Source: an optimization exercise on an open RTL-to-GDS flow (aim: small area and few clock cycles). Production flows keep margins and buffers that such runs may drop. Function was checked by simulation only, so behaviour that the tests miss may differ from the original. Power and IR drop assume default switching activity.

**flow/config.mk**
```make
export PLATFORM = sky130hd
export DESIGN_NAME = mipsCore
export DESIGN_NICKNAME = mipsCore
export VERILOG_FILES = /design/flow/design.v
export SDC_FILE = /design/flow/constraint.sdc
export NUM_CORES = 4
export LEC_CHECK = 0
export CAP_MARGIN = 20
export CORE_MARGIN = 2
export CORE_UTILIZATION = 40
export SLEW_MARGIN = 20
export SYNTH_HIERARCHICAL = 1
```
**flow/constraint.sdc**
```tcl
create_clock -name core_clock -period 6.0 [get_ports {clk_i}]
set_input_delay 1.2000 -clock core_clock [delete_from_list [all_inputs] [get_ports {clk_i}]]
set_output_delay 1.2000 -clock core_clock [all_outputs]
set_load 0.01 [all_outputs]
```
**flow/design.v**
```verilog
`default_nettype none
package mipsPkg;
	localparam logic [5:0] opRtype = 6'h00;
	localparam logic [5:0] opJ = 6'h02;
	localparam logic [5:0] opJal = 6'h03;
	localparam logic [5:0] opBeq = 6'h04;
	localparam logic [5:0] opBne = 6'h05;
	localparam logic [5:0] opAddiu = 6'h09;
	localparam logic [5:0] opSlti = 6'h0a;
	localparam logic [5:0] opSltiu = 6'h0b;
	localparam logic [5:0] opAndi = 6'h0c;
	localparam logic [5:0] opOri = 6'h0d;
	localparam logic [5:0] opXori = 6'h0e;
	localparam logic [5:0] opLui = 6'h0f;
	localparam logic [5:0] opLw = 6'h23;
	localparam logic [5:0] opSw = 6'h2b;
	localparam logic [5:0] fnSll = 6'h00;
	localparam logic [5:0] fnSrl = 6'h02;
	localparam logic [5:0] fnSra = 6'h03;
	localparam logic [5:0] fnJr = 6'h08;
	localparam logic [5:0] fnAddu = 6'h21;
	localparam logic [5:0] fnSubu = 6'h23;
	localparam logic [5:0] fnAnd = 6'h24;
	localparam logic [5:0] fnOr = 6'h25;
	localparam logic [5:0] fnXor = 6'h26;
	localparam logic [5:0] fnNor = 6'h27;
	localparam logic [5:0] fnSlt = 6'h2a;
	localparam logic [5:0] fnSltu = 6'h2b;
	localparam logic [3:0] aluAdd = 4'd0;
	localparam logic [3:0] aluSub = 4'd1;
	localparam logic [3:0] aluAnd = 4'd2;
	localparam logic [3:0] aluOr = 4'd3;
	localparam logic [3:0] aluXor = 4'd4;
	localparam logic [3:0] aluNor = 4'd5;
	localparam logic [3:0] aluSlt = 4'd6;
	localparam logic [3:0] aluSltu = 4'd7;
	localparam logic [3:0] aluSll = 4'd8;
	localparam logic [3:0] aluSrl = 4'd9;
	localparam logic [3:0] aluSra = 4'd10;
	localparam logic [3:0] aluLui = 4'd11;
	localparam logic [1:0] fwdNone = 2'd0;
	localparam logic [1:0] fwdMem = 2'd1;
	localparam logic [1:0] fwdWb = 2'd2;
	localparam logic [4:0] linkReg = 5'd31;
	localparam logic [31:0] resetPc = 32'h0000_0000;
	typedef union packed {
		struct packed {
			logic [5:0] op;
			logic [4:0] rs;
			logic [4:0] rt;
			logic [4:0] rd;
			logic [4:0] shamt;
			logic [5:0] funct;
		} r;
		struct packed {
			logic [5:0] op;
			logic [4:0] rs;
			logic [4:0] rt;
			logic [15:0] imm;
		} i;
	} instrU;
endpackage
`default_nettype wire
`timescale 1ns/10ps
`default_nettype none
import mipsPkg::*;
module alu (
	input logic [31:0] a_i,
	input logic [31:0] b_i,
	input logic [4:0] shamt_i,
	input logic [3:0] op_i,
	output logic [31:0] y_o,
	output logic [31:0] sum_o,
	output logic equal_o
);
	logic sub, left, fill, lt, ltu, cout;
	logic [31:0] bx, p, g, gg, pp, carry, shIn, shOut, shRev;
	function automatic logic [31:0] rev32(input logic [31:0] x);
		for (int n = 0; n < 32; n++) begin
			rev32[n] = x[31 - n];
		end
	endfunction
	assign sub = op_i == aluSub || op_i == aluSlt || op_i == aluSltu;
	assign bx = b_i ^ {32{sub}};
	assign p = a_i ^ bx;
	assign g = a_i & bx;
	always_comb begin
		gg = g;
		pp = p;
		gg[0] = g[0] | (p[0] & sub);
		for (int l = 0; l < 5; l++) begin
			for (int i = 0; i < 32; i++) begin
				if (i % (2 << l) == (2 << l) - 1) begin
					gg[i] = gg[i] | (pp[i] & gg[i - (1 << l)]);
					pp[i] = pp[i] & pp[i - (1 << l)];
				end
			end
		end
		for (int l = 3; l >= 0; l--) begin
			for (int i = 0; i < 32; i++) begin
				if (i >= (2 << l) && i % (2 << l) == (1 << l) - 1) begin
					gg[i] = gg[i] | (pp[i] & gg[i - (1 << l)]);
					pp[i] = pp[i] & pp[i - (1 << l)];
				end
			end
		end
	end
	assign carry = {gg[30:0], sub};
	assign cout = gg[31];
	assign sum_o = p ^ carry;
	assign ltu = ~cout;
	assign lt = (a_i[31] == b_i[31]) ? sum_o[31] : a_i[31];
	assign equal_o = p == '0;
	assign left = op_i == aluSll;
	assign fill = op_i == aluSra && b_i[31];
	assign shIn = left ? rev32(b_i) : b_i;
	assign shOut = 32'({{32{fill}}, shIn} >> shamt_i);
	assign shRev = rev32(shOut);
	always_comb begin
		y_o = '0;
		if (op_i == aluAdd || op_i == aluSub) y_o = y_o | sum_o;
		if (op_i == aluAnd) y_o = y_o | g;
		if (op_i == aluOr) y_o = y_o | (p | g);
		if (op_i == aluXor) y_o = y_o | p;
		if (op_i == aluNor) y_o = y_o | ~(p | g);
		if (op_i == aluSlt) y_o = y_o | {31'd0, lt};
		if (op_i == aluSltu) y_o = y_o | {31'd0, ltu};
		if (op_i == aluSrl || op_i == aluSra) y_o = y_o | shOut;
		if (op_i == aluSll) y_o = y_o | shRev;
		if (op_i == aluLui) y_o = y_o | {b_i[15:0], 16'd0};
	end
endmodule
`default_nettype wire
`timescale 1ns/10ps
`default_nettype none
module regDec (
	input logic [4:0] a_i,
	input logic en_i,
	output logic [31:0] y_o
);
	always_comb begin
		for (int n = 0; n < 32; n++) begin
			y_o[n] = en_i && a_i == 5'(n);
		end
	end
endmodule
module regHold (
	input logic hold_i,
	input logic load_i,
	input logic [31:0] q_i,
	input logic [31:0] d_i,
	output logic [31:0] y_o
);
	assign y_o = (q_i & {32{hold_i}}) | (d_i & {32{load_i}});
endmodule
module regPick3 (
	input logic [2:0] sel_i,
	input logic [31:0] r0_i,
	input logic [31:0] r1_i,
	input logic [31:0] r2_i,
	output logic [31:0] yN_o
);
	assign yN_o = ~((r0_i & {32{sel_i[0]}}) | (r1_i & {32{sel_i[1]}}) | (r2_i & {32{sel_i[2]}}));
endmodule
module regRead (
	input logic [4:0] addr_i,
	input logic bypass_i,
	input logic [31:0] bypassData_i,
	input logic [1023:0] regs_i,
	output logic [31:0] data_o
);
	logic [31:0] sel;
	logic [31:0] partN [12];
	regDec u_dec (.a_i(addr_i), .en_i(~bypass_i), .y_o(sel));
	for (genvar g = 0; g < 10; g++) begin : g_pick
		regPick3 u_pick (
			.sel_i(sel[3 * g + 3:3 * g + 1]),
			.r0_i(regs_i[32 * (3 * g + 1) +: 32]),
			.r1_i(regs_i[32 * (3 * g + 2) +: 32]),
			.r2_i(regs_i[32 * (3 * g + 3) +: 32]),
			.yN_o(partN[g])
		);
	end
	assign partN[10] = ~(regs_i[32 * 31 +: 32] & {32{sel[31]}});
	assign partN[11] = ~(bypassData_i & {32{bypass_i}});
	always_comb begin
		data_o = '1;
		for (int n = 0; n < 12; n++) begin
			data_o = data_o & partN[n];
		end
		data_o = ~data_o;
	end
endmodule
module regFile (
	input logic clk_i,
	input logic reset_i,
	input logic we_i,
	input logic [4:0] raddrA_i,
	input logic [4:0] raddrB_i,
	input logic bypassA_i,
	input logic bypassB_i,
	input logic [4:0] waddr_i,
	input logic [31:0] wdata_i,
	output logic [31:0] rdataA_o,
	output logic [31:0] rdataB_o
);
	logic [1023:0] regs;
	logic [1023:0] next;
	logic [31:0] wsel, load;
	logic [31:0] wd;
	regDec u_wdec (.a_i(waddr_i), .en_i(we_i), .y_o(wsel));
	assign wd = wdata_i & {32{~reset_i}};
	assign load = wsel | {32{reset_i}};
	assign regs[31:0] = '0;
	assign next[31:0] = '0;
	for (genvar n = 1; n < 32; n++) begin : g_reg
		regHold u_hold (
			.hold_i(~load[n]),
			.load_i(load[n]),
			.q_i(regs[32 * n +: 32]),
			.d_i(wd),
			.y_o(next[32 * n +: 32])
		);
		always_ff @(posedge clk_i) begin
			regs[32 * n +: 32] <= next[32 * n +: 32];
		end
	end
	regRead u_readA (.addr_i(raddrA_i), .bypass_i(bypassA_i), .bypassData_i(wdata_i),
		.regs_i(regs), .data_o(rdataA_o));
	regRead u_readB (.addr_i(raddrB_i), .bypass_i(bypassB_i), .bypassData_i(wdata_i),
		.regs_i(regs), .data_o(rdataB_o));
endmodule
`default_nettype wire
`timescale 1ns/10ps
`default_nettype none
module hazardUnit (
	input logic [4:0] rsD_i,
	input logic [4:0] rtD_i,
	input logic [4:0] writeRegE_i,
	input logic regWriteE_i,
	input logic [4:0] writeRegM_i,
	input logic regWriteM_i,
	output logic bypassAD_o,
	output logic bypassBD_o,
	output logic forwardAD_o,
	output logic forwardBD_o
);
	assign bypassAD_o = regWriteM_i && writeRegM_i != 5'd0 && rsD_i == writeRegM_i;
	assign bypassBD_o = regWriteM_i && writeRegM_i != 5'd0 && rtD_i == writeRegM_i;
	assign forwardAD_o = regWriteE_i && writeRegE_i != 5'd0 && rsD_i == writeRegE_i;
	assign forwardBD_o = regWriteE_i && writeRegE_i != 5'd0 && rtD_i == writeRegE_i;
endmodule
`default_nettype wire
`timescale 1ns/10ps
`default_nettype none
import mipsPkg::*;
module controlUnit (
	input mipsPkg::instrU instr_i,
	output logic regWrite_o,
	output logic memToReg_o,
	output logic memWrite_o,
	output logic aluSrc_o,
	output logic regDst_o,
	output logic zeroExt_o,
	output logic branch_o,
	output logic branchNe_o,
	output logic jump_o,
	output logic jumpReg_o,
	output logic link_o,
	output logic [3:0] aluOp_o
);
	always_comb begin
		regWrite_o = 1'b0;
		memToReg_o = 1'b0;
		memWrite_o = 1'b0;
		aluSrc_o = 1'b0;
		regDst_o = 1'b0;
		zeroExt_o = 1'b0;
		branch_o = 1'b0;
		branchNe_o = 1'b0;
		jump_o = 1'b0;
		jumpReg_o = 1'b0;
		link_o = 1'b0;
		aluOp_o = aluAdd;
		case (instr_i.r.op)
			opRtype: begin
				regWrite_o = 1'b1;
				regDst_o = 1'b1;
				case (instr_i.r.funct)
					fnSll: aluOp_o = aluSll;
					fnSrl: aluOp_o = aluSrl;
					fnSra: aluOp_o = aluSra;
					fnAddu: aluOp_o = aluAdd;
					fnSubu: aluOp_o = aluSub;
					fnAnd: aluOp_o = aluAnd;
					fnOr: aluOp_o = aluOr;
					fnXor: aluOp_o = aluXor;
					fnNor: aluOp_o = aluNor;
					fnSlt: aluOp_o = aluSlt;
					fnSltu: aluOp_o = aluSltu;
					fnJr: begin
						regWrite_o = 1'b0;
						jumpReg_o = 1'b1;
					end
					default: regWrite_o = 1'b0;
				endcase
			end
			opJ: jump_o = 1'b1;
			opJal: begin
				jump_o = 1'b1;
				link_o = 1'b1;
				regWrite_o = 1'b1;
			end
			opBeq: branch_o = 1'b1;
			opBne: begin
				branch_o = 1'b1;
				branchNe_o = 1'b1;
			end
			opLw: begin
				regWrite_o = 1'b1;
				aluSrc_o = 1'b1;
				memToReg_o = 1'b1;
			end
			opSw: begin
				aluSrc_o = 1'b1;
				memWrite_o = 1'b1;
			end
			opAddiu, opSlti, opSltiu, opAndi, opOri, opXori, opLui: begin
				regWrite_o = 1'b1;
				aluSrc_o = 1'b1;
				zeroExt_o = instr_i.i.op == opAndi || instr_i.i.op == opOri || instr_i.i.op == opXori;
				case (instr_i.i.op)
					opSlti: aluOp_o = aluSlt;
					opSltiu: aluOp_o = aluSltu;
					opAndi: aluOp_o = aluAnd;
					opOri: aluOp_o = aluOr;
					opXori: aluOp_o = aluXor;
					opLui: aluOp_o = aluLui;
					default: aluOp_o = aluAdd;
				endcase
			end
			default: regWrite_o = 1'b0;
		endcase
	end
endmodule
`default_nettype wire
`timescale 1ns/10ps
`default_nettype none
import mipsPkg::*;
module datapath (
	input logic clk_i,
	input logic reset_i,
	input logic regWriteD_i, memToRegD_i, memWriteD_i, aluSrcD_i, regDstD_i,
	input logic [3:0] aluOpD_i,
	input logic zeroExtD_i, branchD_i, branchNeD_i, jumpD_i, jumpRegD_i, linkD_i,
	output mipsPkg::instrU instrD_o,
	output logic [31:0] pc_o,
	input logic [31:0] instr_i,
	output logic [31:0] dataAddr_o,
	output logic [31:0] dataWdata_o,
	output logic dataWe_o,
	input logic [31:0] dataRdata_i,
	output logic retire_o,
	output logic [31:0] retirePc_o,
	output logic [4:0] retireReg_o,
	output logic [31:0] retireData_o
);
	logic [31:2] pcF, pcNextF, pcPlus4F, branchTargetF;
	mipsPkg::instrU instrD;
	logic bypassAD, bypassBD, forwardAD, forwardBD;
	logic [31:0] srcAD, srcBD;
	logic [4:0] writeRegD;
	logic regWriteE, memToRegE, memWriteE, aluSrcE, zeroExtE, linkE;
	logic branchE, branchNeE, jumpE, jumpRegE, forwardAE, forwardBE;
	logic [3:0] aluOpE;
	logic [4:0] writeRegE;
	logic [25:0] fieldsE;
	logic [31:2] pcE;
	logic [31:0] srcAE, srcBE, fwdAE, fwdBE, immExtE, aluBE, aluYE, sumE;
	logic equalE, takenE;
	logic regWriteM, memToRegM, memWriteM;
	logic [4:0] writeRegM;
	logic [31:2] pcM;
	logic [31:0] aluOutM, writeDataM, resultM;
	assign instrD = instr_i;
	assign instrD_o = instrD;
	assign pc_o = {pcF, 2'b00};
	assign writeRegD = linkD_i ? linkReg : (regDstD_i ? instrD.r.rd : instrD.i.rt);
	hazardUnit u_hazard (
		.rsD_i(instrD.i.rs),
		.rtD_i(instrD.i.rt),
		.writeRegE_i(writeRegE),
		.regWriteE_i(regWriteE),
		.writeRegM_i(writeRegM),
		.regWriteM_i(regWriteM),
		.bypassAD_o(bypassAD),
		.bypassBD_o(bypassBD),
		.forwardAD_o(forwardAD),
		.forwardBD_o(forwardBD)
	);
	regFile u_regFile (
		.clk_i(clk_i),
		.reset_i(reset_i),
		.we_i(regWriteM),
		.raddrA_i(instrD.i.rs),
		.raddrB_i(instrD.i.rt),
		.bypassA_i(bypassAD),
		.bypassB_i(bypassBD),
		.waddr_i(writeRegM),
		.wdata_i(resultM),
		.rdataA_o(srcAD),
		.rdataB_o(srcBD)
	);
	always_ff @(posedge clk_i) begin
		if (reset_i) begin
			{regWriteE, memWriteE, branchE, jumpE, jumpRegE} <= '0;
		end else begin
			{regWriteE, memWriteE, branchE, jumpE, jumpRegE} <=
				{regWriteD_i, memWriteD_i, branchD_i, jumpD_i, jumpRegD_i};
		end
		{memToRegE, aluSrcE, zeroExtE, linkE, branchNeE, aluOpE} <=
			{memToRegD_i, aluSrcD_i, zeroExtD_i, linkD_i, branchNeD_i, aluOpD_i};
		{forwardAE, forwardBE} <= {forwardAD, forwardBD};
		writeRegE <= writeRegD;
		fieldsE <= instrD[25:0];
		pcE <= pcF;
		srcAE <= srcAD;
		srcBE <= srcBD;
	end
	assign fwdAE = forwardAE ? resultM : srcAE;
	assign fwdBE = forwardBE ? resultM : srcBE;
	assign immExtE = zeroExtE ? {16'd0, fieldsE[15:0]} : {{16{fieldsE[15]}}, fieldsE[15:0]};
	assign aluBE = aluSrcE ? immExtE : fwdBE;
	alu u_alu (
		.a_i(fwdAE),
		.b_i(aluBE),
		.shamt_i(fieldsE[10:6]),
		.op_i(aluOpE),
		.y_o(aluYE),
		.sum_o(sumE),
		.equal_o(equalE)
	);
	assign pcPlus4F = pcF + 30'd1;
	assign branchTargetF = pcF + immExtE[29:0];
	assign takenE = branchE && (equalE != branchNeE);
	always_comb begin
		if (jumpRegE) begin
			pcNextF = fwdAE[31:2];
		end else if (jumpE) begin
			pcNextF = {pcF[31:28], fieldsE};
		end else if (takenE) begin
			pcNextF = branchTargetF;
		end else begin
			pcNextF = pcPlus4F;
		end
	end
	always_ff @(posedge clk_i) begin
		if (reset_i) begin
			pcF <= resetPc[31:2];
		end else begin
			pcF <= pcNextF;
		end
	end
	always_ff @(posedge clk_i) begin
		if (reset_i) begin
			{regWriteM, memWriteM} <= '0;
		end else begin
			{regWriteM, memWriteM} <= {regWriteE, memWriteE};
		end
		memToRegM <= memToRegE;
		writeRegM <= writeRegE;
		pcM <= pcE;
		aluOutM <= linkE ? {pcPlus4F, 2'b00} : aluYE;
		writeDataM <= fwdBE;
	end
	assign dataAddr_o = aluOutM;
	assign dataWdata_o = writeDataM;
	assign dataWe_o = memWriteM;
	assign resultM = memToRegM ? dataRdata_i : aluOutM;
	assign retire_o = regWriteM;
	assign retirePc_o = {pcM, 2'b00};
	assign retireReg_o = writeRegM;
	assign retireData_o = (writeRegM == 5'd0) ? '0 : resultM;
endmodule
`default_nettype wire
`timescale 1ns/10ps
`default_nettype none
import mipsPkg::*;
module mipsCore (
	input logic clk_i,
	input logic reset_i,
	input logic [31:0] instr_i,
	input logic [31:0] dataRdata_i,
	output logic [31:0] pc_o,
	output logic [31:0] dataAddr_o,
	output logic [31:0] dataWdata_o,
	output logic dataWe_o,
	output logic retire_o,
	output logic [31:0] retirePc_o,
	output logic [4:0] retireReg_o,
	output logic [31:0] retireData_o
);
	mipsPkg::instrU instrD;
	logic regWriteD, memToRegD, memWriteD, aluSrcD, regDstD, zeroExtD;
	logic branchD, branchNeD, jumpD, jumpRegD, linkD;
	logic [3:0] aluOpD;
	controlUnit u_control (
		.instr_i(instrD),
		.regWrite_o(regWriteD),
		.memToReg_o(memToRegD),
		.memWrite_o(memWriteD),
		.aluSrc_o(aluSrcD),
		.regDst_o(regDstD),
		.zeroExt_o(zeroExtD),
		.branch_o(branchD),
		.branchNe_o(branchNeD),
		.jump_o(jumpD),
		.jumpReg_o(jumpRegD),
		.link_o(linkD),
		.aluOp_o(aluOpD)
	);
	datapath u_datapath (
		.regWriteD_i(regWriteD),
		.memToRegD_i(memToRegD),
		.memWriteD_i(memWriteD),
		.aluSrcD_i(aluSrcD),
		.regDstD_i(regDstD),
		.aluOpD_i(aluOpD),
		.zeroExtD_i(zeroExtD),
		.branchD_i(branchD),
		.branchNeD_i(branchNeD),
		.jumpD_i(jumpD),
		.jumpRegD_i(jumpRegD),
		.linkD_i(linkD),
		.instrD_o(instrD),
		.*
	);
endmodule
`default_nettype wire
```
**flow/run.sh**
```bash
#!/bin/bash
# synth_recipe.tcl (not shown) runs the flow's synth.tcl, then flattens the netlist and writes it again
# the make line also repeats each setting of config.mk as NAME=value (left out here)
make -C /OpenROAD-flow-scripts/flow DESIGN_CONFIG=/design/flow/config.mk WORK_HOME=/design/flow/orfs CLKGATE_MAP_FILE= SYNTH_SCRIPT=/design/flow/synth_recipe.tcl finish
```
==> impl_metrics.py, run 1 <==
metrics = {
    "worst_setup_path": {
        "r2r-end": "u_datapath.aluOutM[31]$_DFF_P_",
        "endpoint_kind": "flip-flop",
        "required_ps": 6640,
        "cp_top_family": "compound AO/OA/AOI/OAI gates",
        "path_buf_inv": 3,
        "r2r_start": "u_datapath.memToRegM$_DFF_P_",
        "path_class": "in2reg",
        "reg2reg_depth": 25,
        "worstPathCellList": "clkdlybuf4s50_1, mux2i_1, buf_4, a21oi_1, mux2_2, mux2_2, fa_1, a21oi_2, o211ai_1, o2111ai_1, buf_4, a21oi_1, o31a_1, or2_2, fa_1, xor2_1, nand2_1, o21ai_0, a221o_1, a221oi_1, o21ai_0, a21o_1, nor2_1, a21oi_1",
        "worst-path-stages": 24,
        "worst-path-max-fanout": 2,
        "critPathSlowestCell": "clkdlybuf4s50_1",
        "cp.arrival_ps": 6390,
        "r2r_slack_ps": 460,
        "critical-path-max-stage-delay_ps": 490,
        "worstSetupStartpointType": "input pin",
        "cp_common_cell": "a21oi_1",
    },
    "timing": {
        "hold_viol": 0,
        "fin_skew_ps": 53.8,
        "fin_tns_setup_ps": 0,
        "max_slew_margin_pct": 12.5,
        "setup_violations": 0,
        "slew_viol_final": 0,
        "tightest_slew_ps": 1310,
        "period_share_pct": 95.7,
        "rsz0062_at_grt": "false",
        "fmax_mhz": 174,
        "min_period_ps": 5740,
        "hold_slack_ps": 324,
    },
    "finish": {
        "final_cell_count_no_fill": 7924,
        "nets": 6033,
        "fill_cells": 13900,
        "area_delta_synth_final_pct": 15.2,
        "drive_above_1_share_pct": 17.2,
    },
    "hold_path": {
        "hold_depth": 0,
        "whs_endpoint": "u_datapath.pcM[17]$_DFF_P_",
        "hold_class": "reg2reg",
        "hold_start": "u_datapath.pcE[17]$_DFF_P_",
    },
    "floorplan": {
        "die_w_microns": 391,
        "die_h_microns": 391,
        "ios": 233,
        "start_util_pct": 40.2,
        "core_sq_um": 149000,
        "rows": 142,
        "dieArea_sq_um": 153000,
    },
    "clock_tree": {
        "clkLatencyLatePin_ps": 810,
        "cts_tree": "built",
        "postCtsSetupBuffers": 0,
        "cts-root-buf": "clkbuf_16",
        "cts_buffer_depth": 3,
        "cts_sinks": 1265,
        "htreeDepth": 4,
        "clkTransAtPathRegs_ps": 60,
        "cts_made_buffers": 137,
    },
    "place": {
        "dpl.hpwl_microns": 187000,
        "gp_congestion": 1.01,
        "place_inst": 7667,
        "io_buffers": 228,
    },
    "grt": {
        "grt_pass1_wl_microns": 393000,
        "grt_max_degree": 66,
        "grt_overflow": 0,
        "grt_pass1_vias": 52100,
        "track_usage_pct": 35.2,
        "antenna_found_initial": 15,
    },
    "logic_synthesis": {
        "netlist_area_sq_um": 59900,
        "synth_area_per_cell_sq_um": 10.7,
        "ys_warn_count": 14,
        "synthCells": 5597,
    },
    "route": {
        "drtIter0Drc": 12000,
        "wl_per_cell_microns": 35.7,
        "vias": 56100,
        "avgViaCountPerCell": 7.08,
        "dr.pass1.iters": 13,
        "drc": 0,
        "ant_nets": 0,
        "wirelength_microns": 283000,
    },
    "outcome": {
        "outcome": "complete, no violations",
    },
    "run": {
        "max_cap_violations": 0,
    },
    "power": {
        "power.leakage_uw": 0.0270,
        "p_per_area_nw_per_um2": 411,
        "power_uw": 28400,
        "vdd_drop_max_v": 0.000334,
    },
}
## cells in the final DEF (no fill, tap or decap), types with 39 or more instances in the layout
master / n
nand3_1: 43
a22o_1: 994
xnor2_1: 39
buf_4: 442
a21oi_1: 168
a22o_2: 66
mux2i_1: 74
mux2_2: 42
inv_1: 118
nor2_1: 230
dfxtp_1: 1260
ha_1: 81
nand4_1: 153
xor2_1: 75
a222oi_1: 651
clkdlybuf4s50_1: 227
nor2_4: 67
nand2_1: 213
or4_4: 46
o21ai_0: 83
clkbuf_16: 140
## metal layers
metal	global-route usage [%]	up-vias	wire [microns]	part of all wire (%)
li1	-	23500	-	-
met1	44.0	27400	106000	37
met2	52.5	4385	120000	42
met3	9.34	848	33500	12
met4	25.0	12	23700	8.4
met5	0.989	-	287	0.10
## layout make-up
type,instances,area [sq um],area share (%)
multi-input cells,3659,30200,43.7
repair buffers,686,5990,8.67
clock buffers,196,3990,5.78
diodes,12,30.0,0.0435
inverters,120,450,0.652
clock inverters,42,649,0.940
well taps,1944,2430,3.52
flip-flops and latches,1265,25300,36.7
## repair_timing
item / 4_1_cts / 5_1_grt
gates resized for setup: 0 / 1
endpoints found under the setup margin: 0 / 1
hold buffers: 0 / 0
## worst max path at each step
stage	start	endpoint	slack (ps)
floorplan	u_datapath.memToRegM$_DFF_P_	u_datapath.aluOutM[31]$_DFF_P_	190
global placement	dataRdata_i[0]	u_datapath.aluOutM[31]$_DFF_P_	-410
detailed placement	dataRdata_i[0]	u_datapath.aluOutM[31]$_DFF_P_	-500
CTS	dataRdata_i[0]	u_datapath.aluOutM[31]$_DFF_P_	310
global route	u_datapath.memToRegM$_DFF_P_	u_datapath.aluOutM[31]$_DFF_P_	40
finish	dataRdata_i[0]	u_datapath.aluOutM[31]$_DFF_P_	260
## state kept, by name (all words and copies together) (netlist names), 4 cells and up
| name | count |
|---|---|
| u_datapath.pcF | 30 |
| u_datapath.srcBE | 32 |
| u_datapath.aluOpE | 4 |
| u_datapath.pcM | 30 |
| u_datapath.writeRegE | 5 |
| u_datapath.pcE | 30 |
| u_datapath.aluOutM | 32 |
| u_datapath.fieldsE | 26 |
| u_datapath.u_regFile.regs | 992 |
| u_datapath.writeRegM | 5 |
| u_datapath.srcAE | 32 |
| u_datapath.writeDataM | 32 |
## where the power goes
group / switching [uW] / total, uW / leakage [uW] / internal, uW
sequential: 1500 / 11700 / 0.0104 / 10200
combinational: 4400 / 7790 / 0.0143 / 3390
clock: 3790 / 8820 / 0.00227 / 5030
## stage by stage
stage | util [%] | setup WS (ps) | area [sq um]
floorplan | - | 187 | 60000
global route | 46.2 | 45.0 | 69000
global placement | 42.9 | -411 | 64000
detailed placement | 43.0 | -499 | 64200
finish | 46.3 | 256 | 69000
CTS | 46.1 | 308 | 68800
Testbench counts, summed over its fixed seeds: cycles 54,290.
==> inputs of run 2 (changes only) <==
--- a/flow/design.v
+++ b/flow/design.v
@@ -65,4 +65,48 @@
 `default_nettype none
 import mipsPkg::*;
+module aluPick4 (
+	input logic [3:0] sel_i,
+	input logic [31:0] d0_i,
+	input logic [31:0] d1_i,
+	input logic [31:0] d2_i,
+	input logic [31:0] d3_i,
+	output logic [31:0] y_o
+);
+	assign y_o = ~(~((d0_i & {32{sel_i[0]}}) | (d1_i & {32{sel_i[1]}}) | (d2_i & {32{sel_i[2]}})) &
+		~(d3_i & {32{sel_i[3]}}));
+endmodule
+module aluPick2 (
+	input logic [1:0] sel_i,
+	input logic [31:0] d0_i,
+	input logic [31:0] d1_i,
+	output logic [31:0] y_o
+);
+	assign y_o = (d0_i & {32{sel_i[0]}}) | (d1_i & {32{sel_i[1]}});
+endmodule
+module aluShiftRight (
+	input logic [31:0] d_i,
+	input logic [4:0] shamt_i,
+	input logic fill_i,
+	output logic [31:0] y_o
+);
+	logic [3:0] selLo, selMid;
+	logic [63:0] ext0, ext1, ext2;
+	logic [31:0] step0, step1;
+	always_comb begin
+		for (int n = 0; n < 4; n++) begin
+			selLo[n] = shamt_i[1:0] == 2'(n);
+			selMid[n] = shamt_i[3:2] == 2'(n);
+		end
+	end
+	assign ext0 = {{32{fill_i}}, d_i};
+	aluPick4 u_lo (.sel_i(selLo), .d0_i(ext0[31:0]), .d1_i(ext0[32:1]), .d2_i(ext0[33:2]),
+		.d3_i(ext0[34:3]), .y_o(step0));
+	assign ext1 = {{32{fill_i}}, step0};
+	aluPick4 u_mid (.sel_i(selMid), .d0_i(ext1[31:0]), .d1_i(ext1[35:4]), .d2_i(ext1[39:8]),
+		.d3_i(ext1[43:12]), .y_o(step1));
+	assign ext2 = {{32{fill_i}}, step1};
+	aluPick2 u_hi (.sel_i({shamt_i[4], ~shamt_i[4]}), .d0_i(ext2[31:0]), .d1_i(ext2[47:16]),
+		.y_o(y_o));
+endmodule
 module alu (
 	input logic [31:0] a_i,
@@ -114,6 +158,6 @@
 	assign left = op_i == aluSll;
 	assign fill = op_i == aluSra && b_i[31];
-	assign shIn = left ? rev32(b_i) : b_i;
-	assign shOut = 32'({{32{fill}}, shIn} >> shamt_i);
+	aluPick2 u_rev (.sel_i({left, ~left}), .d0_i(b_i), .d1_i(rev32(b_i)), .y_o(shIn));
+	aluShiftRight u_shift (.d_i(shIn), .shamt_i(shamt_i), .fill_i(fill), .y_o(shOut));
 	assign shRev = rev32(shOut);
 	always_comb begin
@@ -210,5 +254,5 @@
 	logic [31:0] wd;
 	regDec u_wdec (.a_i(waddr_i), .en_i(we_i), .y_o(wsel));
-	assign wd = wdata_i & {32{~reset_i}};
+	assign wd = wdata_i;
 	assign load = wsel | {32{reset_i}};
 	assign regs[31:0] = '0;
@@ -379,5 +423,5 @@
 	logic [31:0] srcAE, srcBE, fwdAE, fwdBE, immExtE, aluBE, aluYE, sumE;
 	logic equalE, takenE;
-	logic regWriteM, memToRegM, memWriteM;
+	logic regWriteM, memToRegM, memWriteM, keepM;
 	logic [4:0] writeRegM;
 	logic [31:2] pcM;
@@ -477,9 +521,10 @@
 	assign dataWdata_o = writeDataM;
 	assign dataWe_o = memWriteM;
-	assign resultM = memToRegM ? dataRdata_i : aluOutM;
+	assign keepM = !reset_i && writeRegM != 5'd0;
+	assign resultM = (dataRdata_i & {32{keepM && memToRegM}}) | (aluOutM & {32{keepM && !memToRegM}});
 	assign retire_o = regWriteM;
 	assign retirePc_o = {pcM, 2'b00};
 	assign retireReg_o = writeRegM;
-	assign retireData_o = (writeRegM == 5'd0) ? '0 : resultM;
+	assign retireData_o = resultM;
 endmodule
 `default_nettype wire
==> flow/flow/run.sh (new file) <==
#!/bin/bash
# The standard layout, with the port buffers made of the smallest buffer cell
# instead of the delay buffer that buffer_ports picks by default.
set -euo pipefail
export BUFFER_PORTS_ARGS="-buffer_cell sky130_fd_sc_hd__buf_1"
bash standard.sh > standard.log 2>&1
==> flow/standard.sh (new file) <==
#!/bin/bash
# synth_recipe.tcl (not shown) runs the flow's synth.tcl, then flattens the netlist and writes it again
# the make line also repeats each setting of config.mk as NAME=value (left out here)
make -C /OpenROAD-flow-scripts/flow DESIGN_CONFIG=/design/flow/config.mk WORK_HOME=/design/flow/orfs CLKGATE_MAP_FILE= SYNTH_SCRIPT=/design/flow/synth_recipe.tcl "${@:-finish}"
--- a/flow/config.mk
+++ b/flow/config.mk
@@ -8,5 +8,7 @@
 export CAP_MARGIN = 20
 export CORE_MARGIN = 2
-export CORE_UTILIZATION = 40
+export CORE_UTILIZATION = 55
+export CTS_CLUSTER_DIAMETER = 100
+export CTS_CLUSTER_SIZE = 25
 export SLEW_MARGIN = 20
 export SYNTH_HIERARCHICAL = 1
removed: flow/run.sh
==> impl_metrics.py, run 2 <==
metrics = {
    "logic_synthesis": {
        "synth_area_per_cell_sq_um": 10.7,
        "netlist_area_sq_um": 59700,
        "synthCells": 5566,
        "ys_warn_count": 15,
    },
    "route": {
        "avgViaCountPerCell": 7.95,
        "drc": 0,
        "dr.pass1.iters": 15,
        "ant_nets": 0,
        "wl_per_cell_microns": 39.3,
        "vias": 56100,
        "drtIter0Drc": 13400,
        "wirelength_microns": 277000,
    },
    "worst_setup_path": {
        "worst-path-max-fanout": 21,
        "worstSetupStartpointType": "flip-flop",
        "r2r_slack_ps": 200,
        "path_class": "reg2reg",
        "endpoint_kind": "flip-flop",
        "cp.arrival_ps": 6360,
        "required_ps": 6560,
    },
    "floorplan": {
        "start_util_pct": 55.6,
        "die_w_microns": 333,
        "rows": 120,
        "core_sq_um": 107000,
        "ios": 233,
        "die_h_microns": 333,
        "dieArea_sq_um": 111000,
    },
    "power": {
        "p_int_uw": 14500,
        "power.leakage_uw": 0.0241,
        "comb_power_share_pct": 28.5,
        "sw_frac_of_total_pct": 36.2,
        "vdd_drop_max_v": 0.000299,
        "p_per_area_nw_per_um2": 363,
        "power.switching_uw": 8250,
        "power_uw": 22800,
        "clkPwrFrac_pct": 20.5,
        "pwr-share-seq_pct": 50.9,
    },
    "clock_tree": {
        "cts_tree": "built",
        "ctsResizeCount": 0,
        "cts_hold_buffers": 0,
        "cts-root-buf": "clkbuf_16",
        "postCtsSetupBuffers": 0,
        "cts_sinks": 1265,
        "clkTransAtPathRegs_ps": 100,
        "cts_made_buffers": 58,
        "htreeDepth": 2,
        "clkLatencyLatePin_ps": 770,
        "cts_buffer_depth": 3,
    },
    "timing": {
        "tightest_slew_ps": 1330,
        "hold_viol": 0,
        "rsz0062_at_grt": "false",
        "min_period_ps": 5800,
        "fin_skew_ps": 74.6,
        "period_share_pct": 96.7,
        "fin_tns_setup_ps": 0,
        "fmax_mhz": 172,
        "max_slew_margin_pct": 11.4,
        "slew_viol_final": 0,
        "setup_violations": 0,
    },
    "grt": {
        "grt_overflow": 0,
        "grt_pass1_wl_microns": 385000,
        "antenna_found_initial": 13,
        "track_usage_pct": 47.4,
        "grt_pass1_vias": 50800,
        "grt_max_degree": 64,
    },
    "finish": {
        "nets": 5794,
        "drive_above_1_share_pct": 13.7,
        "final_cell_mix": "1261 x dfxtp_1, 1050 x a22o_1, 657 x a222oi_1, 309 x buf_4, 237 x nand2_1",
        "largest-register": "u_datapath.u_regFile.regs",
        "largest_reg_flops": 992,
        "final_cell_count_no_fill": 7056,
        "mostFrequentLayoutCell": "dfxtp_1",
        "area_delta_synth_final_pct": 5.18,
        "final_area_sq_um": 62800,
    },
    "place": {
        "dpl_cell_area_sq_um": 60900,
        "place_inst": 6962,
        "dpl.hpwl_microns": 175000,
        "io_buffers": 228,
        "gp_congestion": 1.05,
    },
    "run": {
        "max_cap_violations": 0,
    },
    "hold_path": {
        "hold_class": "reg2reg",
    },
    "outcome": {
        "outcome": "complete, no violations",
    },
}
==> run 2: worst paths after layout <==
path / from / end / cells after the start
setup / recovery: u_datapath.writeRegM[1]$_DFF_P_ / u_datapath.pcF[22]$_SDFF_PP0_ / 23
hold reg to reg: u_datapath.pcE[19]$_DFF_P_ / u_datapath.pcM[19]$_DFF_P_ / 0
hold / removal: u_datapath.pcE[19]$_DFF_P_ / u_datapath.pcM[19]$_DFF_P_ / 0
setup reg to reg: u_datapath.writeRegM[1]$_DFF_P_ / u_datapath.pcF[22]$_SDFF_PP0_ / 23
==> run 2: worst max-delay path: stages (launching register included) <==
cell,delay [ps]
dfxtp_1,320
or4_1,570
o21ai_4,250
buf_12,200
nor2_4,40
mux2_2,290
mux2_2,290
xor2_1,240
inv_1,70
ha_1,340
buf_4,170
nor4_1,630
nand4_1,160
nor2_1,480
buf_4,210
xor2_1,160
and2_1,190
buf_12,170
nor2_1,50
nand2_1,80
o21ai_0,70
a31o_2,250
o31ai_1,280
a31oi_1,120
==> run 2: area by class of cell <==
| type | count | area (sq um) |
|---|---|---|
| inverters | 85 | 319 |
| diodes | 13 | 32.5 |
| clock inverters | 9 | 129 |
| clock buffers | 61 | 1480 |
| multi-input cells | 3660 | 30000 |
| fillers | 9351 | 44600 |
| well taps | 1403 | 1760 |
| repair buffers | 560 | 3680 |
| flip-flops and latches | 1265 | 25300 |
==> run 2: power groups by stage <==
stage | clock network [uW] | registers, uW | logic, uW
CTS | 4670 | 11500 | 6180
global route | 4940 | 11800 | 6690
finish | 4680 | 11600 | 6500
detailed placement | 0 | 11700 | 6160
floorplan | 0 | 11400 | 3730
global placement | 0 | 11600 | 6100
==> run 2: per-stage QoR <==
stage / setup slack [ps] / hold slack (ps) / utilization, %
5_1_grt: 69.6 / 339 / 58.5
3_3_place_gp: -64.5 / 310 / 56.6
4_1_cts: 281 / 334 / 58.2
3_5_place_dp: -109 / 312 / 56.7
6_report: 196 / 333 / 58.5
2_1_floorplan: 81.1 / 310 / -
==> run 2: routing by layer <==
metal | GRT usage (%) | wire length (microns) | vias up
met1 | 58.2 | 98500 | 27300
met5 | 0.261 | 65 | -
met3 | 17.4 | 40400 | 1037
met2 | 67.8 | 113000 | 4807
met4 | 35.1 | 24800 | 6
li1 | - | - | 23000
Testbench counts of run 2, summed over its fixed seeds: cycles 54,290.
==> inputs of run 3 (changes only) <==
==> flow/run.sh (new file) <==
#!/bin/bash
# synth_recipe.tcl (not shown) runs the flow's synth.tcl, then flattens the netlist and writes it again
# the make line also repeats each setting of config.mk as NAME=value (left out here)
make -C /OpenROAD-flow-scripts/flow DESIGN_CONFIG=/design/flow/config.mk WORK_HOME=/design/flow/orfs CLKGATE_MAP_FILE= SYNTH_SCRIPT=/design/flow/synth_recipe.tcl finish
removed: flow/flow/run.sh
removed: flow/standard.sh
==> impl_metrics.py, run 3 <==
metrics = {
    "outcome": {
        "outcome": "complete, no violations",
    },
    "floorplan": {
        "die_w_microns": 333,
        "die_h_microns": 333,
        "ios": 233,
        "core_sq_um": 107000,
        "start_util_pct": 55.6,
        "rows": 120,
        "dieArea_sq_um": 111000,
    },
    "clock_tree": {
        "cts_hold_buffers": 0,
        "cts_buffer_depth": 3,
        "htreeDepth": 2,
        "cts_made_buffers": 59,
        "clkLatencyLatePin_ps": 790,
        "clkTransAtPathRegs_ps": 110,
        "cts_tree": "built",
        "cts_sinks": 1265,
        "cts-root-buf": "clkbuf_16",
    },
    "worst_setup_path": {
        "worstPathCellList": "or4_1, o21ai_4, buf_12, buf_4, nor2_4, mux2_2, nor2_1, nor2_1, xor2_1, inv_1, ha_1, nor4_1, nand4_1, nor2_1, buf_4, xor2_1, and2_1, buf_12, buf_4, o31ai_1, o21ai_0, buf_4, nand4_1, o211ai_1",
        "r2r-end": "u_datapath.pcF[31]$_SDFFE_PP0P_",
        "cp.arrival_ps": 6490,
        "required_ps": 6650,
        "endpoint_kind": "flip-flop",
        "worstSetupStartpointType": "flip-flop",
        "path_class": "reg2reg",
        "critPathSlowestCell": "or4_1",
        "r2r_start": "u_datapath.writeRegM[1]$_DFF_P_",
        "reg2reg_depth": 24,
        "cp_common_cell": "buf_4",
        "worst-path-max-fanout": 13,
        "critical-path-max-stage-delay_ps": 650,
        "r2r_slack_ps": 170,
    },
    "route": {
        "drtIter0Drc": 12700,
        "dr.pass1.iters": 15,
        "wirelength_microns": 276000,
        "drc": 0,
        "ant_nets": 0,
        "wl_per_cell_microns": 39.0,
        "avgViaCountPerCell": 7.96,
        "vias": 56300,
    },
    "grt": {
        "track_usage_pct": 47.0,
        "grt_max_degree": 64,
        "antenna_found_initial": 17,
        "grt_pass1_wl_microns": 382000,
        "grt_pass1_vias": 51000,
        "grt_overflow": 0,
    },
    "finish": {
        "largest_reg_flops": 992,
        "mostFrequentLayoutCell": "dfxtp_1",
        "ff_latch_area_sq_um": 25300,
        "largest-register": "u_datapath.u_regFile.regs",
        "multi_input_area_sq_um": 30000,
        "area_delta_synth_final_pct": 7.81,
        "nets": 5812,
        "final_cell_count_no_fill": 7073,
        "final_cell_mix": "1261 x dfxtp_1, 1050 x a22o_1, 657 x a222oi_1, 329 x buf_4, 237 x nand2_1",
        "drive_above_1_share_pct": 14.0,
        "fill_cells": 9180,
    },
    "logic_synthesis": {
        "netlist_area_sq_um": 59700,
        "synth_area_per_cell_sq_um": 10.7,
        "synthCells": 5566,
        "ys_warn_count": 15,
    },
    "power": {
        "vdd_drop_max_v": 0.000284,
        "p_per_area_nw_per_um2": 359,
        "power.leakage_uw": 0.0248,
    },
    "timing": {
        "tightest_slew_ps": 1330,
        "max_slew_margin_pct": 11.1,
        "fmax_mhz": 171,
        "min_period_ps": 5830,
        "hold_viol": 0,
        "hold_slack_ps": 326,
        "rsz0062_at_grt": "false",
        "setup_violations": 0,
        "slew_viol_final": 0,
        "period_share_pct": 97.2,
        "fin_skew_ps": 70.8,
    },
    "run": {
        "max_cap_violations": 0,
    },
    "place": {
        "gp_congestion": 1.06,
        "dpl.hpwl_microns": 177000,
        "io_buffers": 228,
        "place_inst": 6979,
    },
    "hold_path": {
        "whs_endpoint": "u_datapath.pcM[8]$_DFF_P_",
        "hold_start": "u_datapath.pcE[8]$_DFF_P_",
        "hold_class": "reg2reg",
        "hold_depth": 0,
    },
}
-- run 3: cell types whose count changed in the layout (fill, tap and decap cells not counted), sizes merged --
cell           previous run  this run
buf                     559       350
clkbuf                   62        59
clkdlybuf4s50             0       227
clkinv                    8         7
clkinvlp                  0         2
diode                    13        12
inv                      86        88
-- run 3: worst max-delay path by stage --
stage / from / to / slack [ps] / depth (start not counted)
final: u_datapath.writeRegM[1]$_DFF_P_ / u_datapath.pcF[31]$_SDFFE_PP0P_ / 170 / 24
after global routing: u_datapath.writeRegM[1]$_DFF_P_ / u_datapath.aluOutM[0]$_SDFF_PP0_ / 30 / 23
after CTS: u_datapath.writeRegM[1]$_DFF_P_ / u_datapath.pcF[31]$_SDFFE_PP0P_ / 320 / 24
after detailed placement: dataRdata_i[10] / u_datapath.aluOutM[0]$_SDFF_PP0_ / -20 / 22
after global placement: dataRdata_i[10] / u_datapath.aluOutM[0]$_SDFF_PP0_ / -60 / 22
after floorplan: reset_i / u_datapath.aluOutM[0]$_SDFF_PP0_ / 80 / 23
-- run 3: cell type report --
type / count / area share (%)
antenna: 12 / 0.0467
clock buffer: 59 / 2.29
sequential: 1265 / 39.4
inverter: 85 / 0.496
multi-input combinational: 3660 / 46.7
clock inverter: 12 / 0.272
timing repair buffer: 577 / 8.13
tap: 1403 / 2.73
-- run 3: per-layer routing --
layer	global-route usage (%)	part of all wire (%)	vias to the layer above	wire length, microns
met5	1.56	0.12	-	341
met4	35.1	9.2	16	25500
met3	14.5	14	1150	37700
met2	68.8	41	4910	114000
met1	58.0	36	27200	98500
li1	-	-	23000	-
-- run 3: repair_timing --
item / 4_1_cts / 5_1_grt
setup buffers: 0 / 2
setup endpoints to repair: 0 / 1
gates resized for setup: 0 / 2
-- run 3: critical path, delay by kind of cell, from the launching register on --
family / cells / cell delay (ps)
mux: 1 / 350
xor+xnor: 2 / 530
compound gates: 4 / 870
buf+inv: 7 / 1190
simple gates: 9 / 2100
flops: 1 / 320
fa+ha+maj: 1 / 360
-- run 3: per-stage QoR --
step                utilization [%]  power (uW)  worst slack, ps  setup TNS, ps  instance area [sq um]
finish                         59.9       23100              168              0                  64400
global placement               58.1       18000            -58.0          -58.0                  62300
detailed placement             58.1       18100            -16.7          -16.7                  62400
CTS                            59.7       22700              318              0                  64100
floorplan                         -       15100             81.1              0                  59900
global route                   59.9       23700             31.1              0                  64300
-- run 3: power breakdown --
group | total [uW] | switching, uW | internal (uW)
Combinational | 6680 | 3840 | 2840
Sequential | 11700 | 1470 | 10200
Clock | 4750 | 2940 | 1810
==> inputs of run 4 (changes only) <==
--- a/flow/design.v
+++ b/flow/design.v
@@ -39,4 +39,5 @@
 	localparam logic [3:0] aluSra = 4'd10;
 	localparam logic [3:0] aluLui = 4'd11;
+	localparam logic [3:0] aluLink = 4'd12;
 	localparam logic [1:0] fwdNone = 2'd0;
 	localparam logic [1:0] fwdMem = 2'd1;
@@ -114,4 +115,5 @@
 	input logic [4:0] shamt_i,
 	input logic [3:0] op_i,
+	input logic [31:0] link_i,
 	output logic [31:0] y_o,
 	output logic [31:0] sum_o,
@@ -173,4 +175,5 @@
 		if (op_i == aluSll) y_o = y_o | shRev;
 		if (op_i == aluLui) y_o = y_o | {b_i[15:0], 16'd0};
+		if (op_i == aluLink) y_o = y_o | link_i;
 	end
 endmodule
@@ -355,4 +358,5 @@
 				link_o = 1'b1;
 				regWrite_o = 1'b1;
+				aluOp_o = aluLink;
 			end
 			opBeq: branch_o = 1'b1;
@@ -415,5 +419,5 @@
 	logic [31:0] srcAD, srcBD;
 	logic [4:0] writeRegD;
-	logic regWriteE, memToRegE, memWriteE, aluSrcE, zeroExtE, linkE;
+	logic regWriteE, memToRegE, memWriteE, aluSrcE, zeroExtE;
 	logic branchE, branchNeE, jumpE, jumpRegE, forwardAE, forwardBE;
 	logic [3:0] aluOpE;
@@ -463,6 +467,6 @@
 				{regWriteD_i, memWriteD_i, branchD_i, jumpD_i, jumpRegD_i};
 		end
-		{memToRegE, aluSrcE, zeroExtE, linkE, branchNeE, aluOpE} <=
-			{memToRegD_i, aluSrcD_i, zeroExtD_i, linkD_i, branchNeD_i, aluOpD_i};
+		{memToRegE, aluSrcE, zeroExtE, branchNeE, aluOpE} <=
+			{memToRegD_i, aluSrcD_i, zeroExtD_i, branchNeD_i, aluOpD_i};
 		{forwardAE, forwardBE} <= {forwardAD, forwardBD};
 		writeRegE <= writeRegD;
@@ -472,8 +476,8 @@
 		srcBE <= srcBD;
 	end
-	assign fwdAE = forwardAE ? resultM : srcAE;
-	assign fwdBE = forwardBE ? resultM : srcBE;
+	aluPick2 u_fwdA (.sel_i({forwardAE, ~forwardAE}), .d0_i(srcAE), .d1_i(resultM), .y_o(fwdAE));
+	aluPick2 u_fwdB (.sel_i({forwardBE, ~forwardBE}), .d0_i(srcBE), .d1_i(resultM), .y_o(fwdBE));
 	assign immExtE = zeroExtE ? {16'd0, fieldsE[15:0]} : {{16{fieldsE[15]}}, fieldsE[15:0]};
-	assign aluBE = aluSrcE ? immExtE : fwdBE;
+	aluPick2 u_aluB (.sel_i({aluSrcE, ~aluSrcE}), .d0_i(fwdBE), .d1_i(immExtE), .y_o(aluBE));
 	alu u_alu (
 		.a_i(fwdAE),
@@ -481,4 +485,5 @@
 		.shamt_i(fieldsE[10:6]),
 		.op_i(aluOpE),
+		.link_i({pcPlus4F, 2'b00}),
 		.y_o(aluYE),
 		.sum_o(sumE),
@@ -515,5 +520,5 @@
 		writeRegM <= writeRegE;
 		pcM <= pcE;
-		aluOutM <= linkE ? {pcPlus4F, 2'b00} : aluYE;
+		aluOutM <= aluYE;
 		writeDataM <= fwdBE;
 	end
@@ -522,5 +527,6 @@
 	assign dataWe_o = memWriteM;
 	assign keepM = !reset_i && writeRegM != 5'd0;
-	assign resultM = (dataRdata_i & {32{keepM && memToRegM}}) | (aluOutM & {32{keepM && !memToRegM}});
+	aluPick2 u_result (.sel_i({keepM && memToRegM, keepM && !memToRegM}), .d0_i(aluOutM),
+		.d1_i(dataRdata_i), .y_o(resultM));
 	assign retire_o = regWriteM;
 	assign retirePc_o = {pcM, 2'b00};
==> flow/flow/run.sh (new file) <==
#!/bin/bash
# The standard layout, with the port buffers made of the smallest buffer cell
# instead of the delay buffer that buffer_ports picks by default.
set -euo pipefail
export BUFFER_PORTS_ARGS="-buffer_cell sky130_fd_sc_hd__buf_1"
bash standard.sh > standard.log 2>&1
==> flow/standard.sh (new file) <==
#!/bin/bash
# synth_recipe.tcl (not shown) runs the flow's synth.tcl, then flattens the netlist and writes it again
# the make line also repeats each setting of config.mk as NAME=value (left out here)
make -C /OpenROAD-flow-scripts/flow DESIGN_CONFIG=/design/flow/config.mk WORK_HOME=/design/flow/orfs CLKGATE_MAP_FILE= SYNTH_SCRIPT=/design/flow/synth_recipe.tcl "${@:-finish}"
--- a/flow/config.mk
+++ b/flow/config.mk
@@ -8,5 +8,5 @@
 export CAP_MARGIN = 20
 export CORE_MARGIN = 2
-export CORE_UTILIZATION = 55
+export CORE_UTILIZATION = 60
 export CTS_CLUSTER_DIAMETER = 100
 export CTS_CLUSTER_SIZE = 25
removed: flow/run.sh
==> impl_metrics.py, run 4 <==
metrics = {
    "outcome": {
        "outcome": "complete, no violations",
    },
    "route": {
        "dr.pass1.iters": 17,
        "vias": 56100,
        "top_layer_used": "met5",
        "wirelength_microns": 274000,
        "dr_wl_met3_microns": 41000,
        "wl_per_cell_microns": 40.8,
        "wl_met2_microns": 112000,
        "drtIter0Drc": 13900,
        "ant_nets": 0,
        "met1Wirelength_microns": 92600,
        "drc": 0,
        "avgViaCountPerCell": 8.34,
    },
    "power": {
        "comb_power_share_pct": 30.1,
        "power.switching_uw": 9200,
        "clkPwrFrac_pct": 19.1,
        "sw_frac_of_total_pct": 37.6,
        "vdd_drop_max_v": 0.000345,
        "power.leakage_uw": 0.0238,
        "p_int_uw": 15300,
        "pwr-share-seq_pct": 50.8,
        "p_per_area_nw_per_um2": 400,
    },
    "place": {
        "io_buffers": 228,
        "gp_congestion": 1.14,
        "dpl.hpwl_microns": 178000,
    },
    "grt": {
        "grt_max_degree": 51,
        "grt_pass1_vias": 49800,
        "grt_overflow": 0,
        "grt_pass1_wl_microns": 381000,
        "track_usage_pct": 51.5,
        "antenna_found_initial": 22,
    },
    "clock_tree": {
        "cts_tree": "built",
        "ctsResizeCount": 0,
        "cts_buffer_depth": 3,
        "cts_hold_buffers": 0,
        "cts_sinks": 1264,
        "cts-root-buf": "clkbuf_16",
        "clkTransAtPathRegs_ps": 110,
        "clkLatencyLatePin_ps": 760,
        "htreeDepth": 2,
        "cts_made_buffers": 58,
        "postCtsSetupBuffers": 0,
    },
    "finish": {
        "largest_reg_flops": 992,
        "drive_above_1_share_pct": 11.9,
        "ff_latch_area_sq_um": 25300,
        "area_delta_synth_final_pct": 3.41,
        "nets": 5586,
        "final_cell_mix": "1264 x dfxtp_1, 1154 x a22o_1, 652 x a222oi_1, 244 x buf_4, 227 x buf_1",
        "fill_cells": 8220,
        "fin_util_pct": 62.4,
        "mostFrequentLayoutCell": "dfxtp_1",
        "largest-register": "u_datapath.u_regFile.regs",
        "multi_input_area_sq_um": 29200,
    },
    "floorplan": {
        "start_util_pct": 60.3,
        "core_sq_um": 98000,
        "dieArea_sq_um": 101000,
        "ios": 233,
        "die_w_microns": 318,
        "die_h_microns": 318,
        "rows": 115,
    },
    "hold_path": {
        "hold_class": "reg2reg",
    },
    "worst_setup_path": {
        "endpoint_kind": "flip-flop",
        "required_ps": 6630,
        "cp.arrival_ps": 6030,
        "r2r_slack_ps": 600,
        "path_class": "reg2reg",
        "path_buf_inv": 2,
        "worstPathCellList": "nor2_1, nand2_1, and3_1, buf_12, a22o_2, a22o_1, a22o_1, xor2_1, inv_1, ha_1, and3_1, nand4_1, a21oi_2, o2111ai_2, nand2_2, a221o_1, a41oi_2, a21o_1, fa_1, xnor2_1, o21ai_0, a211oi_1, a211o_1",
        "critical-path-max-stage-delay_ps": 410,
        "cp_top_family": "compound AO/OA/AOI/OAI gates",
        "critPathSlowestCell": "ha_1",
        "worstSetupStartpointType": "flip-flop",
        "worst-path-max-fanout": 32,
    },
    "timing": {
        "period_share_pct": 90.1,
        "max_slew_margin_pct": 11.4,
        "rsz0062_at_grt": "false",
        "tightest_slew_ps": 1330,
        "fmax_mhz": 185,
        "slew_viol_final": 0,
        "min_period_ps": 5400,
        "fin_skew_ps": 45.7,
        "hold_viol": 0,
        "fin_tns_setup_ps": 0,
        "setup_violations": 0,
    },
    "logic_synthesis": {
        "synthCells": 5419,
        "ys_warn_count": 15,
        "netlist_area_sq_um": 59100,
        "synth_area_per_cell_sq_um": 10.9,
    },
    "run": {
        "max_cap_violations": 0,
    },
}
-- run 4: worst register-to-register path, cell delays in order (launching register included) --
cell and delay [ps]:
dfxtp_1 320, nor2_1 340, nand2_1 80, and3_1 220, buf_12 180, a22o_2 270, a22o_1 200, a22o_1 270
xor2_1 210, inv_1 70, ha_1 410, and3_1 230, nand4_1 140, a21oi_2 260, o2111ai_2 170, nand2_2 150
a221o_1 240, a41oi_2 170, a21o_1 230, fa_1 400, xnor2_1 180, o21ai_0 190, a211oi_1 100, a211o_1 250
-- run 4: routing by layer --
| metal | track usage [%] | vias up |
|---|---|---|
| li1 | - | 22400 |
| met1 | 61.8 | 27100 |
| met2 | 75.3 | 5254 |
| met3 | 17.5 | 1349 |
| met4 | 40.6 | 14 |
| met5 | 0 | - |
-- run 4: through the flow --
stage               instances  total power (uW)  setup slack (ps)  hold slack, ps  area [sq um]
floorplan                5424             16300              2.54             310         59200
global placement         6635             19200               209             310         59200
detailed placement       6643             19400               126             312         59400
CTS                      6709             23800               737             334         60900
global route             6718             25000               394             337         61100
finish                   6727             24500               597             320         61100
-- run 4: power by group through the flow --
stage	sequential [uW]	clock, uW	combinational [uW]
floorplan	11900	0	4390
global placement	12400	0	6820
detailed placement	12400	0	6920
CTS	12300	4620	6940
global route	12600	4900	7530
finish	12400	4670	7360
-- run 4: worst paths after layout --
| check | to | cells past startpoint | startpoint |
|---|---|---|---|
| worst min-delay path | u_datapath.pcM[31]$_DFF_P_ | 0 | u_datapath.pcE[31]$_DFF_P_ |
| worst max-delay path | u_datapath.aluOutM[0]$_DFF_P_ | 23 | u_datapath.writeRegM[2]$_DFF_P_ |
| worst min register to register | u_datapath.pcM[31]$_DFF_P_ | 0 | u_datapath.pcE[31]$_DFF_P_ |
| worst max register to register | u_datapath.aluOutM[0]$_DFF_P_ | 23 | u_datapath.writeRegM[2]$_DFF_P_ |
-- run 4: final cells by class --
type | count | share of cell area (%)
multi-input cells | 3520 | 47.7
repair buffers | 489 | 5.07
clock buffers | 59 | 2.41
clock inverters | 7 | 0.180
well taps | 1287 | 2.63
inverters | 89 | 0.546
flip-flops and latches | 1264 | 41.4
diodes | 12 | 0.0491
Testbench counts of run 4, summed over its fixed seeds: cycles 54,290.
==> inputs of run 5 (changes only) <==
--- a/flow/config.mk
+++ b/flow/config.mk
@@ -8,5 +8,5 @@
 export CAP_MARGIN = 20
 export CORE_MARGIN = 2
-export CORE_UTILIZATION = 60
+export CORE_UTILIZATION = 55
 export CTS_CLUSTER_DIAMETER = 100
 export CTS_CLUSTER_SIZE = 25
==> impl_metrics.py, run 5 <==
metrics = {
    "clock_tree": {
        "cts_hold_buffers": 0,
        "cts_buffer_depth": 3,
        "postCtsSetupBuffers": 0,
        "cts_tree": "built",
        "ctsResizeCount": 0,
        "htreeDepth": 2,
        "cts_sinks": 1264,
        "clkTransAtPathRegs_ps": 110,
        "cts-root-buf": "clkbuf_16",
        "clkLatencyLatePin_ps": 760,
        "cts_made_buffers": 59,
    },
    "finish": {
        "fin_util_pct": 57.6,
        "largest_reg_flops": 992,
        "drive_above_1_share_pct": 12.5,
        "final_area_sq_um": 61600,
        "area_delta_synth_final_pct": 4.14,
        "final_cell_mix": "1264 x dfxtp_1, 1154 x a22o_1, 652 x a222oi_1, 282 x buf_4, 227 x buf_1",
        "fill_cells": 9290,
        "largest-register": "u_datapath.u_regFile.regs",
        "mostFrequentLayoutCell": "dfxtp_1",
        "nets": 5621,
    },
    "floorplan": {
        "die_h_microns": 332,
        "rows": 120,
        "start_util_pct": 55.3,
        "ios": 233,
        "core_sq_um": 107000,
        "dieArea_sq_um": 110000,
        "die_w_microns": 332,
    },
    "worst_setup_path": {
        "endpoint_kind": "flip-flop",
        "critPathSlowestCell": "nor3_1",
        "r2r_start": "u_datapath.writeRegM[1]$_DFF_P_",
        "startpoint": "u_datapath.writeRegM[1]$_DFF_P_",
        "reg2reg_depth": 21,
        "r2r-end": "u_datapath.pcF[9]$_SDFF_PP0_",
        "required_ps": 6710,
        "worstPathCellList": "nor3_1, nand2_1, and3_1, buf_12, a22o_2, a22o_2, a22o_2, inv_1, xnor2_1, inv_1, ha_1, nor4_1, nand4_1, nor2_1, buf_4, xor2_1, and2_1, buf_4, nor2_1, o311ai_0, o211a_1",
        "critical-path-max-stage-delay_ps": 520,
        "worstSetupStartpointType": "flip-flop",
        "worst-path-stages": 21,
        "worst-path-max-fanout": 32,
        "path_buf_inv": 5,
        "cp_common_cell": "a22o_2",
        "cp_top_family": "simple AND/OR/NAND/NOR gates",
        "path_class": "reg2reg",
        "r2r_slack_ps": 280,
        "crit_path_end": "u_datapath.pcF[9]$_SDFF_PP0_",
        "cp.arrival_ps": 6430,
    },
    "power": {
        "vdd_drop_max_v": 0.000375,
        "p_per_area_nw_per_um2": 402,
        "power.leakage_uw": 0.0240,
        "power_uw": 24700,
    },
    "place": {
        "dpl.hpwl_microns": 186000,
        "post-place-ws_ps": 14.3,
        "dpl_cell_area_sq_um": 59700,
        "io_buffers": 228,
        "gp_congestion": 1.07,
    },
    "route": {
        "dr.pass1.iters": 15,
        "ant_nets": 0,
        "drc": 0,
        "wl_per_cell_microns": 41.1,
        "wirelength_microns": 283000,
        "avgViaCountPerCell": 8.05,
        "drtIter0Drc": 12900,
        "vias": 55400,
    },
    "grt": {
        "track_usage_pct": 49.1,
        "antenna_found_initial": 38,
        "grt_overflow": 0,
        "grt_pass1_wl_microns": 393000,
        "grt_pass1_vias": 50000,
        "grt_max_degree": 60,
    },
    "logic_synthesis": {
        "synth_area_per_cell_sq_um": 10.9,
        "synthCells": 5419,
        "ys_warn_count": 15,
        "netlist_area_sq_um": 59100,
    },
    "hold_path": {
        "hold_depth": 0,
        "hold_class": "reg2reg",
    },
    "timing": {
        "finalWorstSetupSlack_ps": 284,
        "tightest_slew_ps": 1300,
        "min_period_ps": 5720,
        "hold_slack_ps": 330,
        "rsz0062_at_grt": "false",
        "hold_viol": 0,
        "setup_violations": 0,
        "slew_viol_final": 0,
        "fin_skew_ps": 28.6,
        "period_share_pct": 95.3,
        "max_slew_margin_pct": 12.9,
        "fmax_mhz": 175,
    },
    "outcome": {
        "outcome": "complete, no violations",
    },
    "run": {
        "max_cap_violations": 0,
    },
}
[run 5: worst min-delay path by stage]
stage	startpoint	end
final	u_datapath.memToRegE$_DFF_P_	u_datapath.memToRegM$_DFF_P_
after global routing	u_datapath.pcE[11]$_DFF_P_	u_datapath.pcM[11]$_DFF_P_
after CTS	u_datapath.memToRegE$_DFF_P_	u_datapath.memToRegM$_DFF_P_
after detailed placement	u_datapath.pcE[10]$_DFF_P_	u_datapath.pcM[10]$_DFF_P_
after global placement	u_datapath.pcE[29]$_DFF_P_	u_datapath.pcM[29]$_DFF_P_
after floorplan	u_datapath.memToRegE$_DFF_P_	u_datapath.memToRegM$_DFF_P_
[run 5: metal layers]
metal  vias up  routed length [microns]  global-route usage (%)
li1      22500                        -                       -
met1     27000                    97900                    58.4
met2      4721                   118000                    72.9
met3      1145                    38900                    17.0
met4        46                    28100                    37.4
met5         -                      302                       0
[run 5: layout make-up]
cell class / instances / area (sq um) / share of cell area (%)
clock inverter: 8 / 158 / 0.256
timing repair buffer: 523 / 3270 / 5.32
antenna: 21 / 52.6 / 0.0853
multi-input combinational: 3520 / 29200 / 47.4
sequential: 1264 / 25300 / 41.1
clock buffer: 61 / 1520 / 2.46
inverter: 89 / 334 / 0.543
tap: 1403 / 1760 / 2.85
[run 5: power by group]
part	leakage (uW)	switching [uW]	total (uW)	internal [uW]
sequential	0.0105	1890	12400	10500
combinational	0.0127	4470	7480	3010
clock	0.000817	2930	4820	1890
[run 5: through the flow]
stage | instances | TNS, ps
final | 6889 | 0
after global routing | 6868 | 0
after floorplan | 5424 | 0
after global placement | 6790 | -682
after detailed placement | 6794 | 0
after CTS | 6863 | 0
==> inputs of run 6 (changes only) <==
==> flow/run.sh (new file) <==
#!/bin/bash
# synth_recipe.tcl (not shown) runs the flow's synth.tcl, then flattens the netlist and writes it again
# the make line also repeats each setting of config.mk as NAME=value (left out here)
make -C /OpenROAD-flow-scripts/flow DESIGN_CONFIG=/design/flow/config.mk WORK_HOME=/design/flow/orfs CLKGATE_MAP_FILE= SYNTH_SCRIPT=/design/flow/synth_recipe.tcl finish
--- a/flow/config.mk
+++ b/flow/config.mk
@@ -8,5 +8,5 @@
 export CAP_MARGIN = 20
 export CORE_MARGIN = 2
-export CORE_UTILIZATION = 55
+export CORE_UTILIZATION = 60
 export CTS_CLUSTER_DIAMETER = 100
 export CTS_CLUSTER_SIZE = 25
removed: flow/flow/run.sh
removed: flow/standard.sh
==> impl_metrics.py, run 6 <==
metrics = {
    "outcome": {
        "outcome": "complete, no violations",
    },
    "worst_setup_path": {
        "cp.arrival_ps": 6400,
        "worstSetupStartpointType": "flip-flop",
        "reg2reg_depth": 19,
        "required_ps": 6600,
        "worst-path-max-fanout": 32,
        "path_class": "reg2reg",
        "endpoint_kind": "flip-flop",
    },
    "grt": {
        "grt_max_degree": 64,
        "track_usage_pct": 52.1,
        "grt_pass1_vias": 50800,
        "grt_pass1_wl_microns": 385000,
        "antenna_found_initial": 31,
        "grt_overflow": 0,
    },
    "finish": {
        "area_delta_synth_final_pct": 6.26,
        "final_cell_count_no_fill": 6770,
        "largest-register": "u_datapath.u_regFile.regs",
        "drive_above_1_share_pct": 12.5,
        "fin_util_pct": 64.1,
        "mostFrequentLayoutCell": "dfxtp_1",
        "nets": 5626,
        "final_cell_mix": "1264 x dfxtp_1, 1154 x a22o_1, 652 x a222oi_1, 286 x buf_4, 227 x clkdlybuf4s50_1",
        "largest_reg_flops": 992,
    },
    "hold_path": {
        "hold_class": "reg2reg",
        "hold_depth": 0,
    },
    "power": {
        "pwr-share-seq_pct": 49.7,
        "clkPwrFrac_pct": 18.7,
        "power_uw": 24900,
        "sw_frac_of_total_pct": 37.2,
        "p_per_area_nw_per_um2": 396,
        "comb_power_share_pct": 31.5,
        "p_int_uw": 15600,
        "vdd_drop_max_v": 0.000360,
        "power.leakage_uw": 0.0246,
        "power.switching_uw": 9240,
    },
    "floorplan": {
        "die_h_microns": 318,
        "ios": 233,
        "die_w_microns": 318,
        "start_util_pct": 60.3,
        "rows": 115,
        "core_sq_um": 98000,
        "dieArea_sq_um": 101000,
    },
    "clock_tree": {
        "cts-root-buf": "clkbuf_16",
        "cts_tree": "built",
        "ctsResizeCount": 0,
        "cts_sinks": 1264,
        "clkLatencyLatePin_ps": 770,
        "cts_hold_buffers": 0,
        "cts_made_buffers": 58,
        "clkTransAtPathRegs_ps": 110,
        "postCtsSetupBuffers": 0,
        "cts_buffer_depth": 3,
        "htreeDepth": 2,
    },
    "run": {
        "max_cap_violations": 0,
    },
    "logic_synthesis": {
        "synthCells": 5419,
        "synth_area_per_cell_sq_um": 10.9,
        "ys_warn_count": 15,
        "netlist_area_sq_um": 59100,
    },
    "route": {
        "ant_nets": 0,
        "wl_met2_microns": 113000,
        "drtIter0Drc": 14000,
        "met1Wirelength_microns": 92100,
        "dr_wl_met3_microns": 40300,
        "wirelength_microns": 276000,
        "drc": 0,
        "wl_per_cell_microns": 40.8,
        "vias": 56200,
        "top_layer_used": "met5",
        "dr.pass1.iters": 14,
        "avgViaCountPerCell": 8.31,
    },
    "timing": {
        "rsz0062_at_grt": "false",
        "fin_skew_ps": 59.4,
        "hold_viol": 0,
        "tightest_slew_ps": 1320,
        "period_share_pct": 96.8,
        "min_period_ps": 5810,
        "fin_tns_setup_ps": 0,
        "setup_violations": 0,
        "max_slew_margin_pct": 12.0,
        "fmax_mhz": 172,
        "slew_viol_final": 0,
    },
    "place": {
        "gp_congestion": 1.11,
        "io_buffers": 228,
        "place_inst": 6681,
        "dpl.hpwl_microns": 181000,
    },
}
[run 6: final cells by class]
class,count,area [sq um]
Antenna cell,14,35.0
Clock buffer,59,1460
Clock inverter,8,124
Fill cell,7988,35200
Inverter,89,334
Multi-Input combinational cell,3520,29200
Sequential cell,1264,25300
Tap cell,1287,1610
Timing Repair Buffer,529,4780
[run 6: metal layers]
metal / vias up / global-route usage, %
met5: - / 1.56
met3: 1431 / 18.9
li1: 22500 / -
met4: 32 / 42.7
met1: 27000 / 61.2
met2: 5264 / 75.9
[run 6: final timing paths]
kind,startpoint,end,slack [ps]
worst max-delay path,u_datapath.writeRegM[2]$_DFF_P_,u_datapath.pcF[23]$_SDFF_PP0_,190
worst min-delay path,u_datapath.pcE[9]$_DFF_P_,u_datapath.pcM[9]$_DFF_P_,330
worst max register to register,u_datapath.writeRegM[2]$_DFF_P_,u_datapath.pcF[23]$_SDFF_PP0_,190
worst min register to register,u_datapath.pcE[9]$_DFF_P_,u_datapath.pcM[9]$_DFF_P_,330
[run 6: metrics by stage]
step	instance area, sq um	setup WS [ps]	hold WS, ps
6_report	62800	194	332
5_1_grt	62800	107	336
4_1_cts	62600	670	331
3_5_place_dp	61000	151	312
3_3_place_gp	60900	216	310
2_1_floorplan	59200	2.54	310
[run 6: power by group through the flow]
stage          logic, uW  registers (uW)  clock network, uW
2_1_floorplan       4390           11900                  0
3_3_place_gp        7320           12300                  0
3_5_place_dp        7420           12400                  0
4_1_cts             7430           12200               4590
5_1_grt             8040           12500               4890
6_report            7840           12400               4660
[run 6: worst max-delay path: stages (launching register included)]
cell and delay [ps]:
dfxtp_1 330, nor2_1 420, nand2_1 90, and3_1 240
buf_12 180, a22o_2 270, a22o_1 300, a22o_1 300
xor2_1 220, inv_1 110, ha_1 370, nor4_1 640
nand4_1 170, nor2_1 670, xor2_1 220, and2_1 260
buf_4 240, nor2_1 110, a222oi_1 370, o22ai_1 120

Setup slack of run 6, layout unchanged: 0.194 ns with ideal ports, 0.194 ns with driving cells assumed (clock clkbuf_16, inputs buf_2), -0.376 ns with port delays also shifted by the 0.822 ns mid clock arrival.
